This is an optimization exercise on Yosys and OpenROAD, whose aim is a short achievable clock period and few clock cycles per item, not a production implementation. The RTL was checked by simulation tests, not by an equivalence proof against the original design.

==> 02-03 <==
==> flow/design.v (excerpt) <==
module rv_exec_top #(
  parameter int FIFO_DEPTH  = 4,
  parameter int OUT_CREDITS = 2
) (
  input  logic             clk,
  input  logic             arst_n,
  input  logic             in_valid,
  input  logic [31:0]      in_instr,
  output logic             in_credit,
  output logic             out_valid,
  output rv_pkg::reg_idx_t out_rd,
  output rv_pkg::word_t    out_data,
  output logic             out_illegal,
  input  logic             out_credit
);
  logic             f_valid;
  logic [31:0]      f_instr;
  logic             present;
  rv_pkg::reg_idx_t rs1_idx, rs2_idx, rd_idx;
  rv_pkg::word_t    imm, rs1_data, rs2_data;
  logic             use_imm, illegal;
  logic [9:0]       sel;
  logic             e_valid, e_we, e_ill, e_fwd_a, e_fwd_b;
  rv_pkg::reg_idx_t e_rd;
  rv_pkg::word_t    e_a, e_b;
  logic [9:0]       e_sel;
  rv_pkg::word_t    alu_a, alu_b, alu_result;
  logic             r_valid, r_we, r_ill;
  rv_pkg::reg_idx_t r_rd;
  rv_pkg::word_t    r_data;    
  rv_pkg::word_t    r_fwd;     
  instr_intake u_intake (
    .clk, .arst_n, .in_valid, .in_instr, .present,
    .in_credit, .f_valid, .f_instr
  );
  instr_decoder u_decoder (
  ...
==> module instr_intake, before the edit <==
module instr_intake #(
  parameter int EXTRA = 3
) (
  input  logic        clk,
  input  logic        arst_n,
  input  logic        in_valid,
  input  logic [31:0] in_instr,
  input  logic        present,      
  output logic        in_credit,
  output logic        f_valid,
  output logic [31:0] f_instr
);
  logic [4:0]       owed;      
  logic [EXTRA:0]   waiting;   
  logic             give;
  assign give = (owed[0] || f_valid) && !waiting[EXTRA-1];
  always_ff @(posedge clk or negedge arst_n) begin
    if (!arst_n) begin
      f_valid   <= 1'b0;
      owed      <= '0;
      waiting   <= '0;
      in_credit <= 1'b0;
    end else begin
      f_valid   <= in_valid;
      in_credit <= give;
      case ({f_valid, give})
        2'b10:   owed <= {owed[3:0], 1'b1};
        2'b01:   owed <= {1'b0, owed[4:1]};
        default: owed <= owed;
      endcase
      case ({give, present})
        2'b10:   waiting <= {waiting[EXTRA-1:0], 1'b1};
        2'b01:   waiting <= {1'b0, waiting[EXTRA:1]};
        default: waiting <= waiting;
      endcase
    end
  end
  always_ff @(posedge clk) begin
    f_instr <= in_instr;
  end
endmodule
==> module result_port, before the edit <==
module result_port #(
  parameter int DEPTH = 8
) (
  input  logic             clk,
  input  logic             arst_n,
  input  logic             r_valid,
  input  rv_pkg::reg_idx_t r_rd,
  input  rv_pkg::word_t    r_data,
  input  logic             r_illegal,
  input  logic             out_credit,
  output logic             present,
  output logic             out_valid,
  output rv_pkg::reg_idx_t out_rd,
  output rv_pkg::word_t    out_data,
  output logic             out_illegal
);
  logic [37:0]      mem [DEPTH];
  logic [DEPTH-1:0] wr_ptr, rd_ptr;
  logic [1:0]       credits;   
  logic             empty;
  logic [37:0]      queued, head;
  assign empty   = (wr_ptr == rd_ptr);
  assign present = (!empty || r_valid) && (credits[0] || out_credit);
  always_comb begin
    queued = '0;
    for (int i = 0; i < DEPTH; i++) begin
      queued = queued | ({38{rd_ptr[i]}} & mem[i]);
    end
  end
  assign head = empty ? {r_illegal, r_rd, r_data} : queued;
  always_ff @(posedge clk or negedge arst_n) begin
    if (!arst_n) begin
      wr_ptr    <= DEPTH'(1);
      rd_ptr    <= DEPTH'(1);
      credits   <= 2'b11;
      out_valid <= 1'b0;
    end else begin
      out_valid <= present;
      if (r_valid) wr_ptr <= {wr_ptr[DEPTH-2:0], wr_ptr[DEPTH-1]};
      if (present) rd_ptr <= {rd_ptr[DEPTH-2:0], rd_ptr[DEPTH-1]};
      case ({out_credit, present})
        2'b10:   credits <= {credits[0], 1'b1};
        2'b01:   credits <= {1'b0, credits[1]};
        default: credits <= credits;
      endcase
    end
  end
  always_ff @(posedge clk) begin
    for (int i = 0; i < DEPTH; i++) begin
      if (r_valid && wr_ptr[i]) mem[i] <= {r_illegal, r_rd, r_data};
    end
    {out_illegal, out_rd, out_data} <= head;
  end
endmodule
==> module rv_exec_top, before the edit <==
module rv_exec_top #(
  parameter int FIFO_DEPTH  = 4,
  parameter int OUT_CREDITS = 2
) (
  input  logic             clk,
  input  logic             arst_n,
  input  logic             in_valid,
  input  logic [31:0]      in_instr,
  output logic             in_credit,
  output logic             out_valid,
  output rv_pkg::reg_idx_t out_rd,
  output rv_pkg::word_t    out_data,
  output logic             out_illegal,
  input  logic             out_credit
);
  logic             f_valid;
  logic [31:0]      f_instr;
  logic             present;
  rv_pkg::reg_idx_t rs1_idx, rs2_idx, rd_idx;
  rv_pkg::word_t    imm, rs1_data, rs2_data;
  logic             use_imm, illegal;
  logic [9:0]       sel;
  logic             e_valid, e_we, e_ill, e_fwd_a, e_fwd_b;
  rv_pkg::reg_idx_t e_rd;
  rv_pkg::word_t    e_a, e_b;
  logic [9:0]       e_sel;
  rv_pkg::word_t    alu_a, alu_b, alu_result;
  logic             r_valid, r_we, r_ill;
  rv_pkg::reg_idx_t r_rd;
  rv_pkg::word_t    r_data;    
  rv_pkg::word_t    r_fwd;     
  instr_intake u_intake (
    .clk, .arst_n, .in_valid, .in_instr, .present,
    .in_credit, .f_valid, .f_instr
  );
  instr_decoder u_decoder (
    .instr(f_instr), .rs1_idx, .rs2_idx, .rd_idx, .imm, .use_imm, .sel, .illegal
  );
  register_file u_regfile (
    .clk, .arst_n, .rd_we(r_we), .rd_idx(r_rd), .rd_data(r_data),
    .rs1_idx, .rs2_idx, .rs1_data, .rs2_data
  );
  always_ff @(posedge clk or negedge arst_n) begin
    if (!arst_n) begin
      e_valid <= 1'b0;
      e_we    <= 1'b0;
    end else begin
      e_valid <= f_valid;
      e_we    <= f_valid && !illegal && (rd_idx != 5'd0);
    end
  end
  always_ff @(posedge clk) begin
    e_rd    <= rd_idx;
    e_ill   <= illegal;
    e_sel   <= sel;
    e_fwd_a <= e_we && (rs1_idx == e_rd);
    e_fwd_b <= e_we && (rs2_idx == e_rd) && !use_imm;
    e_a     <= (r_we && rs1_idx == r_rd) ? r_data : rs1_data;
    e_b     <= use_imm ? imm : ((r_we && rs2_idx == r_rd) ? r_data : rs2_data);
  end
  assign alu_a = e_fwd_a ? r_fwd : e_a;
  assign alu_b = e_fwd_b ? r_fwd : e_b;
  alu u_alu (.sel(e_sel), .a(alu_a), .b(alu_b), .result(alu_result));
  always_ff @(posedge clk or negedge arst_n) begin
    if (!arst_n) begin
      r_valid <= 1'b0;
      r_we    <= 1'b0;
      r_data  <= '0;
    end else begin
      r_valid <= e_valid;
      r_we    <= e_valid && e_we;
      r_data  <= alu_result;
    end
  end
  always_ff @(posedge clk) begin
    r_rd   <= e_rd;
    r_ill  <= e_ill;
    r_fwd  <= alu_result;
  end
  result_port u_result (
    .clk, .arst_n, .r_valid, .r_rd, .r_data, .r_illegal(r_ill), .out_credit,
    .present, .out_valid, .out_rd, .out_data, .out_illegal
  );
endmodule
==> flow/config.mk <==
export PLATFORM = sky130hd
export DESIGN_NAME = rv_exec_top
export DESIGN_NICKNAME = rv_exec_top
export VERILOG_FILES = /design/flow/design.v
export SDC_FILE = /design/flow/constraint.sdc
export NUM_CORES = 4
export LEC_CHECK = 0
export CAP_MARGIN = 20
export CORE_MARGIN = 2
export CORE_UTILIZATION = 40
export SETUP_SLACK_MARGIN = 0.3
export SLEW_MARGIN = 20
==> flow/constraint.sdc <==
create_clock -name core_clock -period 18.0 [get_ports {clk}]
set_input_delay 3.6000 -clock core_clock [delete_from_list [all_inputs] [get_ports {clk}]]
set_output_delay 3.6000 -clock core_clock [all_outputs]
set_load 0.01 [all_outputs]
standard.sh (not shown) runs the stock make flow with config.mk's settings and CLKGATE_MAP_FILE= SYNTH_SCRIPT=/design/flow/synth_recipe.tcl, a recipe that flattens the netlist after the stock synthesis.
==> flow/flow/run.sh <==
#!/bin/bash
# The standard layout (the standard.sh, standard synthesis unchanged), with
# the resizer's setup margin raised so that repair_timing works the paths down
# towards a 4.5 ns period instead of stopping at the 18 ns target.
# Each ORFS step keeps its full log under orfs/logs/; make's own output goes
# to make.log here.
set -euo pipefail
bash standard.sh SETUP_SLACK_MARGIN=13.5 finish > make.log 2>&1
==> inputs of 01-04, as changes to 02-03 <==
--- a/flow/design.v
+++ b/flow/design.v
@@ -42,48 +42,42 @@
   } i_type_t;
   typedef union packed {
     r_type_t r;
     i_type_t i;
   } instr_u;
 endpackage
 module instr_intake #(
-  parameter int EXTRA = 3
+  parameter int EXTRA = 2
 ) (
   input  logic        clk,
   input  logic        arst_n,
   input  logic        in_valid,
   input  logic [31:0] in_instr,
   input  logic        present,      
   output logic        in_credit,
   output logic        f_valid,
   output logic [31:0] f_instr
 );
-  logic [4:0]       owed;      
-  logic [EXTRA:0]   waiting;   
-  logic             give;
-  assign give = (owed[0] || f_valid) && !waiting[EXTRA-1];
+  logic [2:0] owed;       
+  logic [2:0] waiting;    
+  logic [2:0] owed_now;
+  logic       give;
+  assign owed_now = owed + {2'b0, in_valid};
+  assign give     = (owed_now != 3'd0) && (waiting < 3'(EXTRA) + {2'b0, present});
   always_ff @(posedge clk or negedge arst_n) begin
     if (!arst_n) begin
       f_valid   <= 1'b0;
       owed      <= '0;
       waiting   <= '0;
       in_credit <= 1'b0;
     end else begin
       f_valid   <= in_valid;
+      owed      <= owed_now - {2'b0, give};
+      waiting   <= waiting + {2'b0, give} - {2'b0, present};
       in_credit <= give;
-      case ({f_valid, give})
-        2'b10:   owed <= {owed[3:0], 1'b1};
-        2'b01:   owed <= {1'b0, owed[4:1]};
-        default: owed <= owed;
-      endcase
-      case ({give, present})
-        2'b10:   waiting <= {waiting[EXTRA-1:0], 1'b1};
-        2'b01:   waiting <= {1'b0, waiting[EXTRA:1]};
-        default: waiting <= waiting;
-      endcase
     end
   end
   always_ff @(posedge clk) begin
     f_instr <= in_instr;
   end
 endmodule
 module instr_decoder (
@@ -147,31 +141,27 @@
   input  rv_pkg::word_t    rd_data,
   input  rv_pkg::reg_idx_t rs1_idx,
   input  rv_pkg::reg_idx_t rs2_idx,
   output rv_pkg::word_t    rs1_data,
   output rv_pkg::word_t    rs2_data
 );
   rv_pkg::word_t regs [31:1];
-  logic [31:0]   written;   
-  assign rs1_data = written[rs1_idx] ? regs[rs1_idx] : '0;
-  assign rs2_data = written[rs2_idx] ? regs[rs2_idx] : '0;
+  assign rs1_data = (rs1_idx != 5'd0) ? regs[rs1_idx] : '0;
+  assign rs2_data = (rs2_idx != 5'd0) ? regs[rs2_idx] : '0;
   always_ff @(posedge clk or negedge arst_n) begin
     if (!arst_n) begin
-      written <= '0;
+      for (int r = 1; r < 32; r++) begin
+        regs[r] <= '0;
+      end
     end else begin
       for (int r = 1; r < 32; r++) begin
-        if (rd_we && rd_idx == 5'(r)) written[r] <= 1'b1;
+        if (rd_we && rd_idx == 5'(r)) regs[r] <= rd_data;
       end
     end
   end
-  always_ff @(posedge clk) begin
-    for (int r = 1; r < 32; r++) begin
-      if (rd_we && rd_idx == 5'(r)) regs[r] <= rd_data;
-    end
-  end
 endmodule
 module alu (
   input  logic [9:0]    sel,   
   input  rv_pkg::word_t a,
   input  rv_pkg::word_t b,
   output rv_pkg::word_t result
 );
@@ -209,49 +199,39 @@
   input  logic             out_credit,
   output logic             present,
   output logic             out_valid,
   output rv_pkg::reg_idx_t out_rd,
   output rv_pkg::word_t    out_data,
   output logic             out_illegal
 );
-  logic [37:0]      mem [DEPTH];
-  logic [DEPTH-1:0] wr_ptr, rd_ptr;
-  logic [1:0]       credits;   
-  logic             empty;
-  logic [37:0]      queued, head;
-  assign empty   = (wr_ptr == rd_ptr);
-  assign present = (!empty || r_valid) && (credits[0] || out_credit);
-  always_comb begin
-    queued = '0;
-    for (int i = 0; i < DEPTH; i++) begin
-      queued = queued | ({38{rd_ptr[i]}} & mem[i]);
-    end
-  end
-  assign head = empty ? {r_illegal, r_rd, r_data} : queued;
+  localparam int PW = $clog2(DEPTH);
+  logic [37:0]   mem [DEPTH];
+  logic [PW-1:0] wr_ptr, rd_ptr;
+  logic [PW:0]   count;
+  logic [1:0]    credits;   
+  logic [37:0]   head;
+  assign present = ((count != '0) || r_valid) && ((credits != 2'd0) || out_credit);
+  assign head    = (count == '0) ? {r_illegal, r_rd, r_data} : mem[rd_ptr];
   always_ff @(posedge clk or negedge arst_n) begin
     if (!arst_n) begin
-      wr_ptr    <= DEPTH'(1);
-      rd_ptr    <= DEPTH'(1);
-      credits   <= 2'b11;
+      wr_ptr    <= '0;
+      rd_ptr    <= '0;
+      count     <= '0;
+      credits   <= 2'd2;
       out_valid <= 1'b0;
     end else begin
       out_valid <= present;
-      if (r_valid) wr_ptr <= {wr_ptr[DEPTH-2:0], wr_ptr[DEPTH-1]};
-      if (present) rd_ptr <= {rd_ptr[DEPTH-2:0], rd_ptr[DEPTH-1]};
-      case ({out_credit, present})
-        2'b10:   credits <= {credits[0], 1'b1};
-        2'b01:   credits <= {1'b0, credits[1]};
-        default: credits <= credits;
-      endcase
+      credits   <= credits + {1'b0, out_credit} - {1'b0, present};
+      if (r_valid) wr_ptr <= wr_ptr + 1'b1;
+      if (present) rd_ptr <= rd_ptr + 1'b1;
+      count <= count + {{PW{1'b0}}, r_valid} - {{PW{1'b0}}, present};
     end
   end
   always_ff @(posedge clk) begin
-    for (int i = 0; i < DEPTH; i++) begin
-      if (r_valid && wr_ptr[i]) mem[i] <= {r_illegal, r_rd, r_data};
-    end
+    if (r_valid) mem[wr_ptr] <= {r_illegal, r_rd, r_data};
     {out_illegal, out_rd, out_data} <= head;
   end
 endmodule
 module rv_exec_top #(
   parameter int FIFO_DEPTH  = 4,
   parameter int OUT_CREDITS = 2
 ) (
@@ -276,16 +256,15 @@
   logic             e_valid, e_we, e_ill, e_fwd_a, e_fwd_b;
   rv_pkg::reg_idx_t e_rd;
   rv_pkg::word_t    e_a, e_b;
   logic [9:0]       e_sel;
   rv_pkg::word_t    alu_a, alu_b, alu_result;
   logic             r_valid, r_we, r_ill;
   rv_pkg::reg_idx_t r_rd;
-  rv_pkg::word_t    r_data;    
-  rv_pkg::word_t    r_fwd;     
+  rv_pkg::word_t    r_data;
   instr_intake u_intake (
     .clk, .arst_n, .in_valid, .in_instr, .present,
     .in_credit, .f_valid, .f_instr
   );
   instr_decoder u_decoder (
     .instr(f_instr), .rs1_idx, .rs2_idx, .rd_idx, .imm, .use_imm, .sel, .illegal
   );
@@ -307,31 +286,29 @@
     e_ill   <= illegal;
     e_sel   <= sel;
     e_fwd_a <= e_we && (rs1_idx == e_rd);
     e_fwd_b <= e_we && (rs2_idx == e_rd) && !use_imm;
     e_a     <= (r_we && rs1_idx == r_rd) ? r_data : rs1_data;
     e_b     <= use_imm ? imm : ((r_we && rs2_idx == r_rd) ? r_data : rs2_data);
   end
-  assign alu_a = e_fwd_a ? r_fwd : e_a;
-  assign alu_b = e_fwd_b ? r_fwd : e_b;
+  assign alu_a = e_fwd_a ? r_data : e_a;
+  assign alu_b = e_fwd_b ? r_data : e_b;
   alu u_alu (.sel(e_sel), .a(alu_a), .b(alu_b), .result(alu_result));
   always_ff @(posedge clk or negedge arst_n) begin
     if (!arst_n) begin
       r_valid <= 1'b0;
       r_we    <= 1'b0;
-      r_data  <= '0;
     end else begin
       r_valid <= e_valid;
       r_we    <= e_valid && e_we;
-      r_data  <= alu_result;
     end
   end
   always_ff @(posedge clk) begin
     r_rd   <= e_rd;
     r_ill  <= e_ill;
-    r_fwd  <= alu_result;
+    r_data <= alu_result;
   end
   result_port u_result (
     .clk, .arst_n, .r_valid, .r_rd, .r_data, .r_illegal(r_ill), .out_credit,
     .present, .out_valid, .out_rd, .out_data, .out_illegal
   );
 endmodule
==> flow/run.sh (new file) <==
#!/bin/bash
# synth_recipe.tcl (not shown) runs the flow's synth.tcl, then flattens the netlist and writes it again
# the make line also repeats each setting of config.mk as NAME=value (left out here)
make -C /OpenROAD-flow-scripts/flow DESIGN_CONFIG=/design/flow/config.mk WORK_HOME=/design/flow/orfs CLKGATE_MAP_FILE= SYNTH_SCRIPT=/design/flow/synth_recipe.tcl finish
removed: flow/flow/run.sh
removed: flow/standard.sh
==> inputs of 04-20, as changes to 02-03 <==
--- a/flow/design.v
+++ b/flow/design.v
@@ -42,48 +42,42 @@
   } i_type_t;
   typedef union packed {
     r_type_t r;
     i_type_t i;
   } instr_u;
 endpackage
 module instr_intake #(
-  parameter int EXTRA = 3
+  parameter int EXTRA = 2
 ) (
   input  logic        clk,
   input  logic        arst_n,
   input  logic        in_valid,
   input  logic [31:0] in_instr,
   input  logic        present,      
   output logic        in_credit,
   output logic        f_valid,
   output logic [31:0] f_instr
 );
-  logic [4:0]       owed;      
-  logic [EXTRA:0]   waiting;   
-  logic             give;
-  assign give = (owed[0] || f_valid) && !waiting[EXTRA-1];
+  logic [2:0] owed;       
+  logic [2:0] waiting;    
+  logic [2:0] owed_now;
+  logic       give;
+  assign owed_now = owed + {2'b0, in_valid};
+  assign give     = (owed_now != 3'd0) && (waiting < 3'(EXTRA) + {2'b0, present});
   always_ff @(posedge clk or negedge arst_n) begin
     if (!arst_n) begin
       f_valid   <= 1'b0;
       owed      <= '0;
       waiting   <= '0;
       in_credit <= 1'b0;
     end else begin
       f_valid   <= in_valid;
+      owed      <= owed_now - {2'b0, give};
+      waiting   <= waiting + {2'b0, give} - {2'b0, present};
       in_credit <= give;
-      case ({f_valid, give})
-        2'b10:   owed <= {owed[3:0], 1'b1};
-        2'b01:   owed <= {1'b0, owed[4:1]};
-        default: owed <= owed;
-      endcase
-      case ({give, present})
-        2'b10:   waiting <= {waiting[EXTRA-1:0], 1'b1};
-        2'b01:   waiting <= {1'b0, waiting[EXTRA:1]};
-        default: waiting <= waiting;
-      endcase
     end
   end
   always_ff @(posedge clk) begin
     f_instr <= in_instr;
   end
 endmodule
 module instr_decoder (
@@ -209,49 +203,39 @@
   input  logic             out_credit,
   output logic             present,
   output logic             out_valid,
   output rv_pkg::reg_idx_t out_rd,
   output rv_pkg::word_t    out_data,
   output logic             out_illegal
 );
-  logic [37:0]      mem [DEPTH];
-  logic [DEPTH-1:0] wr_ptr, rd_ptr;
-  logic [1:0]       credits;   
-  logic             empty;
-  logic [37:0]      queued, head;
-  assign empty   = (wr_ptr == rd_ptr);
-  assign present = (!empty || r_valid) && (credits[0] || out_credit);
-  always_comb begin
-    queued = '0;
-    for (int i = 0; i < DEPTH; i++) begin
-      queued = queued | ({38{rd_ptr[i]}} & mem[i]);
-    end
-  end
-  assign head = empty ? {r_illegal, r_rd, r_data} : queued;
+  localparam int PW = $clog2(DEPTH);
+  logic [37:0]   mem [DEPTH];
+  logic [PW-1:0] wr_ptr, rd_ptr;
+  logic [PW:0]   count;
+  logic [1:0]    credits;   
+  logic [37:0]   head;
+  assign present = ((count != '0) || r_valid) && ((credits != 2'd0) || out_credit);
+  assign head    = (count == '0) ? {r_illegal, r_rd, r_data} : mem[rd_ptr];
   always_ff @(posedge clk or negedge arst_n) begin
     if (!arst_n) begin
-      wr_ptr    <= DEPTH'(1);
-      rd_ptr    <= DEPTH'(1);
-      credits   <= 2'b11;
+      wr_ptr    <= '0;
+      rd_ptr    <= '0;
+      count     <= '0;
+      credits   <= 2'd2;
       out_valid <= 1'b0;
     end else begin
       out_valid <= present;
-      if (r_valid) wr_ptr <= {wr_ptr[DEPTH-2:0], wr_ptr[DEPTH-1]};
-      if (present) rd_ptr <= {rd_ptr[DEPTH-2:0], rd_ptr[DEPTH-1]};
-      case ({out_credit, present})
-        2'b10:   credits <= {credits[0], 1'b1};
-        2'b01:   credits <= {1'b0, credits[1]};
-        default: credits <= credits;
-      endcase
+      credits   <= credits + {1'b0, out_credit} - {1'b0, present};
+      if (r_valid) wr_ptr <= wr_ptr + 1'b1;
+      if (present) rd_ptr <= rd_ptr + 1'b1;
+      count <= count + {{PW{1'b0}}, r_valid} - {{PW{1'b0}}, present};
     end
   end
   always_ff @(posedge clk) begin
-    for (int i = 0; i < DEPTH; i++) begin
-      if (r_valid && wr_ptr[i]) mem[i] <= {r_illegal, r_rd, r_data};
-    end
+    if (r_valid) mem[wr_ptr] <= {r_illegal, r_rd, r_data};
     {out_illegal, out_rd, out_data} <= head;
   end
 endmodule
 module rv_exec_top #(
   parameter int FIFO_DEPTH  = 4,
   parameter int OUT_CREDITS = 2
 ) (
@@ -276,16 +260,15 @@
   logic             e_valid, e_we, e_ill, e_fwd_a, e_fwd_b;
   rv_pkg::reg_idx_t e_rd;
   rv_pkg::word_t    e_a, e_b;
   logic [9:0]       e_sel;
   rv_pkg::word_t    alu_a, alu_b, alu_result;
   logic             r_valid, r_we, r_ill;
   rv_pkg::reg_idx_t r_rd;
-  rv_pkg::word_t    r_data;    
-  rv_pkg::word_t    r_fwd;     
+  rv_pkg::word_t    r_data;
   instr_intake u_intake (
     .clk, .arst_n, .in_valid, .in_instr, .present,
     .in_credit, .f_valid, .f_instr
   );
   instr_decoder u_decoder (
     .instr(f_instr), .rs1_idx, .rs2_idx, .rd_idx, .imm, .use_imm, .sel, .illegal
   );
@@ -307,31 +290,29 @@
     e_ill   <= illegal;
     e_sel   <= sel;
     e_fwd_a <= e_we && (rs1_idx == e_rd);
     e_fwd_b <= e_we && (rs2_idx == e_rd) && !use_imm;
     e_a     <= (r_we && rs1_idx == r_rd) ? r_data : rs1_data;
     e_b     <= use_imm ? imm : ((r_we && rs2_idx == r_rd) ? r_data : rs2_data);
   end
-  assign alu_a = e_fwd_a ? r_fwd : e_a;
-  assign alu_b = e_fwd_b ? r_fwd : e_b;
+  assign alu_a = e_fwd_a ? r_data : e_a;
+  assign alu_b = e_fwd_b ? r_data : e_b;
   alu u_alu (.sel(e_sel), .a(alu_a), .b(alu_b), .result(alu_result));
   always_ff @(posedge clk or negedge arst_n) begin
     if (!arst_n) begin
       r_valid <= 1'b0;
       r_we    <= 1'b0;
-      r_data  <= '0;
     end else begin
       r_valid <= e_valid;
       r_we    <= e_valid && e_we;
-      r_data  <= alu_result;
     end
   end
   always_ff @(posedge clk) begin
     r_rd   <= e_rd;
     r_ill  <= e_ill;
-    r_fwd  <= alu_result;
+    r_data <= alu_result;
   end
   result_port u_result (
     .clk, .arst_n, .r_valid, .r_rd, .r_data, .r_illegal(r_ill), .out_credit,
     .present, .out_valid, .out_rd, .out_data, .out_illegal
   );
 endmodule
==> flow/run.sh (new file) <==
#!/bin/bash
# synth_recipe.tcl (not shown) runs the flow's synth.tcl, then flattens the netlist and writes it again
# the make line also repeats each setting of config.mk as NAME=value (left out here)
make -C /OpenROAD-flow-scripts/flow DESIGN_CONFIG=/design/flow/config.mk WORK_HOME=/design/flow/orfs CLKGATE_MAP_FILE= SYNTH_SCRIPT=/design/flow/synth_recipe.tcl finish
removed: flow/flow/run.sh
removed: flow/standard.sh
==> notes.md <==
- Routability cong.: 0.988
- CP Depth: 14
- NonClk Buf Share: 2.58%
- Most used flip-flop cell after synthesis: edfxtp_1
- Non-clk bufs: 246
- Status: complete, no violations
- First-pass GRT wire length: 417000 um
[end of results for 04-20]
==> notes.md <==
- NonClk Buf Share: 2.90%
- Non-clk bufs: 276
- Status: complete, no violations
- CP Depth: 1
- Drt first pass iters: 13
- First-pass GRT wire length: 430000 um
- Full die area: 0.179 sq mm
- Fmax: 203 MHz
- Clock transition at the registers of the reported paths: 0.06 ns
- RR Startpoint: u_intake.f_instr[24]
- Sequential cells: 1583
[end of results for 02-03]
==> notes.md <==
- Placed instance count: 8733
- CP Depth: 14
- Critical path peak fanout: 57
- Non-clk bufs: 292
- Status: complete, no violations
- Busiest grt layer: met2
- Synth Area in XOR/XNOR: 0.483%
- Global Route met2 Usage: 49.4%
- Synth unique cells: 90
- NonClk Buf Share: 2.79%
- Max Slew Vio Count: 0
- Routability cong.: 0.968
- Final Non-Filler Cells: 9032
- Most used flip-flop cell after synthesis: dfrtp_1
[end of results for 01-04]
Testbench counts of 02-03, summed over its fixed seeds: cycles 3,232, items 3,200.
Testbench counts of 01-04, summed over its fixed seeds: cycles 3,232, items 3,200.
Testbench counts of 04-20, summed over its fixed seeds: cycles 3,232, items 3,200.

port drivers added, routing unchanged:
How much do the figures lean on ideal ports? The routed layouts below were timed once more, with nothing changed but the port constraints. Step 1, drivers: a clkbuf_16 drives clk and a buf_2 each remaining input, both assumed. Step 2 times the ports against the registers' clock, not the clock port: input delays grow and output delays shrink by t, the midpoint of the rising clock arrivals with the driver on. Slacks: ideal ports / drivers / drivers and shift; pairs: ideal ports / drivers.
run | shift t [ns] | setup slack, ns | worst hold slack (ns) | worst setup path after step 2 | latest minus earliest clock arrival (ns)
02-03 | 0.905 | 13.062 / 12.981 / 12.777 | 0.335 / 0.335 / 0.335 | input to register | 0.057 / 0.057
01-04 | 0.907 | 11.650 / 11.650 / 11.193 | 0.327 / 0.327 / 0.327 | input, reset recovery | 0.043 / 0.043
04-20 | 0.925 | 12.128 / 12.128 / 11.745 | 0.351 / 0.351 / 0.351 | input to register | 0.091 / 0.091
After both steps every run listed still meets setup and hold. The setup slack of 01-04, which loses most, moves by 0.000 ns with the drivers and by -0.457 ns with both steps. Setup slack includes reset recovery checks.
